What follows belongs to an exercise in optimizing a design on an open flow for small area, a short achievable clock period and few clock cycles per item; a production flow would make more cautious choices.

== run a ==
==> flow/design.v <==
`default_nettype none
package cordic_pkg;
    localparam int word_width = 32;
    localparam int fp_bias = 127;
    localparam int max_iterations = 16;
    localparam logic [word_width-1:0] cordic_gain_init = 32'h4DBA_76D4;
    typedef union packed {
        logic [word_width-1:0] bits;
        struct packed {
            logic        sign;
            logic [7:0]  exponent;
            logic [22:0] mantissa;
        } fields;
    } fp_word_t;
    function automatic logic [word_width-1:0] atan_entry(input logic [3:0] index);
        logic [word_width-1:0] angle;
        case (index)
            4'd0:    angle = 32'h6487_ED51;
            4'd1:    angle = 32'h3B58_CE0A;
            4'd2:    angle = 32'h1F5B_75F9;
            4'd3:    angle = 32'h0FEA_DD4D;
            4'd4:    angle = 32'h07FD_56ED;
            4'd5:    angle = 32'h03FF_AAB7;
            4'd6:    angle = 32'h01FF_F555;
            4'd7:    angle = 32'h00FF_FEAA;
            4'd8:    angle = 32'h007F_FFD5;
            4'd9:    angle = 32'h003F_FFFA;
            4'd10:   angle = 32'h001F_FFFF;
            4'd11:   angle = 32'h000F_FFFF;
            4'd12:   angle = 32'h0007_FFFF;
            4'd13:   angle = 32'h0003_FFFF;
            4'd14:   angle = 32'h0001_FFFF;
            default: angle = 32'h0000_FFFF;
        endcase
        atan_entry = angle;
    endfunction
endpackage
`default_nettype wire
`default_nettype none
module angle_to_fixed (
    input  logic [31:0] angle,
    output logic [31:0] fixed_angle
);
    logic [31:0] aligned;
    logic        in_range;
    assign aligned     = {1'b1, angle[22:0], 8'b0};
    assign in_range    = (angle[30:28] == 3'b011);
    assign fixed_angle = in_range ? (aligned >> (~angle[27:23])) : 32'd0;
endmodule
`default_nettype wire
`default_nettype none
module cordic_rotator #(
    parameter int XY_ARCH = 0,
    parameter int Z_ARCH  = 0
) (
    input  logic        clock,
    input  logic        arst_n,
    input  logic        clk_en,
    input  logic        start,
    input  logic [31:0] fixed_angle,
    output logic [31:0] cos_fixed,
    output logic        done
);
    logic        accept;
    logic        busy;
    logic        valid;
    logic        last;
    logic [3:0]  index;     
    logic [3:0]  index_n;   
    logic [15:0] onehot;    
    logic [31:0] x, y, z;
    logic [31:0] xo, yo, yg, xs, ys, at;
    logic        neg;
    logic        pos;       
    logic [31:0] xsum, ysum, zsum;
    assign accept = start & clk_en;
    assign last   = busy & (index == 4'd15);
    assign neg    = z[31];
    always_comb begin
        at = '0;
        for (int k = 0; k < 16; k++) at = at | (onehot[k] ? cordic_pkg::atan_entry(4'(k)) : 32'd0);
    end
    assign yo = pos ? ~yg : yg;
    assign yg = busy ? y : 32'd0;
    assign xo = pos ? x : ~x;
    assign ys = $signed(yo) >>> index;
    assign xs = $signed(xo) >>> (~index_n);
    cpa #(.W(32), .ARCH(XY_ARCH)) x_add (.a(x), .b(ys), .ci(pos), .s(xsum));
    cpa #(.W(32), .ARCH(XY_ARCH)) y_add (.a(y), .b(xs), .ci(~pos), .s(ysum));
    cpa #(.W(32), .ARCH(Z_ARCH))  z_add (.a(z), .b(neg ? at : ~at), .ci(~neg), .s(zsum));
    always_ff @(posedge clock) begin
        if (accept) begin
            x       <= cordic_pkg::cordic_gain_init;
            y       <= '0;
            z       <= fixed_angle;
            pos     <= ~fixed_angle[31];
            index   <= '0;
            index_n <= '1;
            onehot  <= 16'd1;
        end else begin
            x       <= xsum;
            y       <= ysum;
            z       <= zsum;
            pos     <= ~zsum[31];
            index   <= index + 4'd1;
            index_n <= index_n - 4'd1;
            onehot  <= {onehot[14:0], onehot[15]};
        end
    end
    always_ff @(posedge clock or negedge arst_n) begin
        if (!arst_n) begin
            busy  <= 1'b0;
            valid <= 1'b0;
            done  <= 1'b0;
        end else begin
            if (accept) begin
                busy  <= 1'b1;
                valid <= 1'b0;
            end else if (last) begin
                busy  <= 1'b0;
                valid <= 1'b1;
            end
            if (clk_en) done <= !start && (valid || last);
        end
    end
    assign cos_fixed = x;
endmodule
`default_nettype wire
module cpa #(
    parameter int W = 32,
    parameter int ARCH = 1
) (
    input  logic [W-1:0] a,
    input  logic [W-1:0] b,
    input  logic         ci,
    output logic [W-1:0] s
);
    if (ARCH == 0) begin : g_beh
        logic [W:0] t;
        assign t = {a, 1'b1} + {b, ci};
        assign s = t[W:1];
    end else begin : g_pfx
        localparam int N = W + 1;
        localparam int L = $clog2(N);
        logic [N-1:0] g0, p0, gg, pp;
        assign g0 = {a & b, ci};
        assign p0 = {a ^ b, 1'b0};
        always_comb begin
            gg = g0;
            pp = p0;
            if (ARCH == 1) begin
                for (int l = 0; l < L; l++)
                    for (int j = (2 << l) - 1; j < N; j += (2 << l)) begin
                        gg[j] = gg[j] | (pp[j] & gg[j - (1 << l)]);
                        pp[j] = pp[j] & pp[j - (1 << l)];
                    end
                for (int l = L - 2; l >= 0; l--)
                    for (int j = 3 * (1 << l) - 1; j < N; j += (2 << l)) begin
                        gg[j] = gg[j] | (pp[j] & gg[j - (1 << l)]);
                        pp[j] = pp[j] & pp[j - (1 << l)];
                    end
            end else if (ARCH == 2) begin
                for (int l = 0; l < L; l++)
                    for (int j = 0; j < N; j++)
                        if ((j >> l) & 1) begin
                            gg[j] = gg[j] | (pp[j] & gg[((j >> l) << l) - 1]);
                            pp[j] = pp[j] & pp[((j >> l) << l) - 1];
                        end
            end else begin
                for (int j = 1; j < N; j++) begin
                    gg[j] = gg[j] | (pp[j] & gg[j - 1]);
                end
            end
        end
        assign s = p0[N-1:1] ^ gg[N-2:0];
    end
endmodule
`default_nettype none
module fixed_to_float (
    input  logic [31:0] cos_fixed,
    output logic [31:0] result
);
    assign result = cos_fixed[31] ? {8'h3F, 1'b1, cos_fixed[30:8]}
                                  : {8'h3F, 1'b0, cos_fixed[29:7]};
endmodule
`default_nettype wire
`default_nettype none
module cos_unit (
    input  logic        clock,
    input  logic        arst_n,
    input  logic        clk_en,
    input  logic        start,
    input  logic [31:0] dataa,
    output logic [31:0] result,
    output logic        done
);
    logic [31:0] fixed_angle;
    logic [31:0] cos_fixed;
    angle_to_fixed angle_to_fixed_inst (
        .angle       (dataa),
        .fixed_angle (fixed_angle)
    );
    cordic_rotator cordic_rotator_inst (
        .clock       (clock),
        .arst_n      (arst_n),
        .clk_en      (clk_en),
        .start       (start),
        .fixed_angle (fixed_angle),
        .cos_fixed   (cos_fixed),
        .done        (done)
    );
    fixed_to_float fixed_to_float_inst (
        .cos_fixed (cos_fixed),
        .result    (result)
    );
endmodule
`default_nettype wire
==> flow/config.mk <==
export PLATFORM = sky130hd
export DESIGN_NAME = cos_unit
export DESIGN_NICKNAME = cos_unit
export VERILOG_FILES = /design/flow/design.v
export SDC_FILE = /design/flow/constraint.sdc
export NUM_CORES = 4
export LEC_CHECK = 0
export ABC_AREA = 1
export CAP_MARGIN = 20
export CORE_MARGIN = 2
export CORE_UTILIZATION = 60
export SETUP_SLACK_MARGIN = 4.5
export SLEW_MARGIN = 20
export TNS_END_PERCENT = 100
==> flow/constraint.sdc <==
create_clock -name core_clock -period 8.0 [get_ports {clock}]
set_input_delay 1.6000 -clock core_clock [delete_from_list [all_inputs] [get_ports {clock}]]
set_output_delay 1.6000 -clock core_clock [all_outputs]
set_load 0.01 [all_outputs]
standard.sh (not shown) runs the stock make flow with config.mk's settings and CLKGATE_MAP_FILE= SYNTH_SCRIPT=/design/flow/synth_recipe.tcl, a recipe that flattens the netlist after the stock synthesis.
==> flow/flow/run.sh <==
#!/bin/bash
# Standard layout, but the port buffers are buf_2 cells instead of the delay
# buffers buffer_ports picks by default. Full tool output goes to standard_flow.log.
set -euo pipefail
bash standard.sh "BUFFER_PORTS_ARGS=-buffer_cell sky130_fd_sc_hd__buf_2" finish > standard_flow.log 2>&1
Run a: full flow OK, the timing, design-rule and antenna checks passed
[inputs] run b vs run a
- SETUP_SLACK_MARGIN changed from 4.5 to 4.0
==> flow/run.sh (new file) <==
#!/bin/bash
# synth_recipe.tcl (not shown) runs the flow's synth.tcl, then flattens the netlist and writes it again
# the make line also repeats each setting of config.mk as NAME=value (left out here)
make -C /OpenROAD-flow-scripts/flow DESIGN_CONFIG=/design/flow/config.mk WORK_HOME=/design/flow/orfs CLKGATE_MAP_FILE= SYNTH_SCRIPT=/design/flow/synth_recipe.tcl finish
removed: flow/flow/run.sh
removed: flow/standard.sh
[summary]
- Cell area ends up higher on run a.
- Area taken by flip-flops and latches: run b vs run a — no meaningful difference
- Endpoint arrival time on the critical path for run b: 1.63 ns down relative to run a
No run of this note included a check of the RTL's function; only the layout flow was run.

* * *

Setup of job 8362:
// cos_unit: RTL as listed in full above, without the edits since
clock: 8.0 ns
lec_check: 0
abc_area: 1
cap_margin: 20
core_margin: 2
core_utilization: 60
setup_slack_margin: 4.5
slew_margin: 20
tns_end_percent: 100
run.sh (not shown) runs the stock make flow with config.mk's settings and CLKGATE_MAP_FILE= SYNTH_SCRIPT=/design/flow/synth_recipe.tcl, a recipe that flattens the netlist after the stock synthesis.
Stock flow here: none of the scripts above is used.
For job 1302, these inputs were changed with respect to job 8362:
==> flow/flow/run.sh (new file) <==
#!/bin/bash
# Standard layout, but the port buffers are buf_2 cells instead of the delay
# buffers buffer_ports picks by default, and sizing may change a cell's
# footprint. Full tool output goes to standard_flow.log.
set -euo pipefail
bash standard.sh "BUFFER_PORTS_ARGS=-buffer_cell sky130_fd_sc_hd__buf_2" MATCH_CELL_FOOTPRINT=0 finish > standard_flow.log 2>&1
==> flow/standard.sh (new file) <==
#!/bin/bash
# synth_recipe.tcl (not shown) runs the flow's synth.tcl, then flattens the netlist and writes it again
# the make line also repeats each setting of config.mk as NAME=value (left out here)
make -C /OpenROAD-flow-scripts/flow DESIGN_CONFIG=/design/flow/config.mk WORK_HOME=/design/flow/orfs CLKGATE_MAP_FILE= SYNTH_SCRIPT=/design/flow/synth_recipe.tcl "${@:-finish}"
removed: flow/run.sh
Findings:
From job 8362 to job 1302 the numbers moved as follows: routed wire length on met3 decreased about 10%; post-placement cell area lost 300 um^2.
Between job 8362 and job 1302, routed wire length is higher for job 8362, job 1302 comes in under that.
For job 5757, these inputs were changed with respect to job 1302:
Settings: SETUP_SLACK_MARGIN: 4.5 -> 5.0.
==> flow/run.sh (new file) <==
#!/bin/bash
# synth_recipe.tcl (not shown) runs the flow's synth.tcl, then flattens the netlist and writes it again
# the make line also repeats each setting of config.mk as NAME=value (left out here)
make -C /OpenROAD-flow-scripts/flow DESIGN_CONFIG=/design/flow/config.mk WORK_HOME=/design/flow/orfs CLKGATE_MAP_FILE= SYNTH_SCRIPT=/design/flow/synth_recipe.tcl finish
removed: flow/flow/run.sh
removed: flow/standard.sh
[summary]
No final results exist for job 5757, since it was stopped by error GRT-0232 during global routing.
Synthesized area: job 1302 vs job 5757 identical
Number of input and output port buffers inserted: job 5757 vs job 1302 identical
Going from job 1302 to job 5757, global placer's final weighted congestion went down; number of gates resized after CTS higher; die outline width was more or less identical; largest buffer count on any clock path was more or less identical.
Instance area at placement (lower): job 1302
Delta (job 5757 minus job 1302): half-perimeter wire length of the detailed placement result lower; total setup buffers inserted after CTS now sits higher.
Function was not checked in any run of this note: the RTL went through the layout flow alone.

separate check: timing with driven ports:
The results above use ideal ports. As a check the final layouts listed here were re-extracted and re-timed, cells and wires unchanged. Step 1 assumes that a clkbuf_16 drives the clock port and a buf_2 every other input. Step 2 times the ports against the registers' clock, not the clock port: input delays grow and output delays shrink by t, the midpoint of the rising clock arrivals with the driver on. Slacks: ideal / step 1 / step 2; pairs: ideal / step 1.
| run | t, ns | setup WS [ns] | worst data-port slew with drivers (ns) | pins driven straight from the clock port |
|---|---|---|---|---|
| run a | 0.497 | 4.466 / 4.466 / 4.215 | 0.03 | 1 |
| run b | 0.488 | 4.106 / 4.053 / 3.799 | 0.04 | 1 |
| job 8362 | 0.484 | 4.555 / 4.501 / 4.142 | 0.04 | 1 |
| job 1302 | 0.500 | 4.332 / 4.332 / 4.201 | 0.03 | 1 |
After both steps every run listed still meets setup and hold. The setup slack of job 8362, which loses most, moves by -0.054 ns with the drivers and by -0.413 ns with both steps.
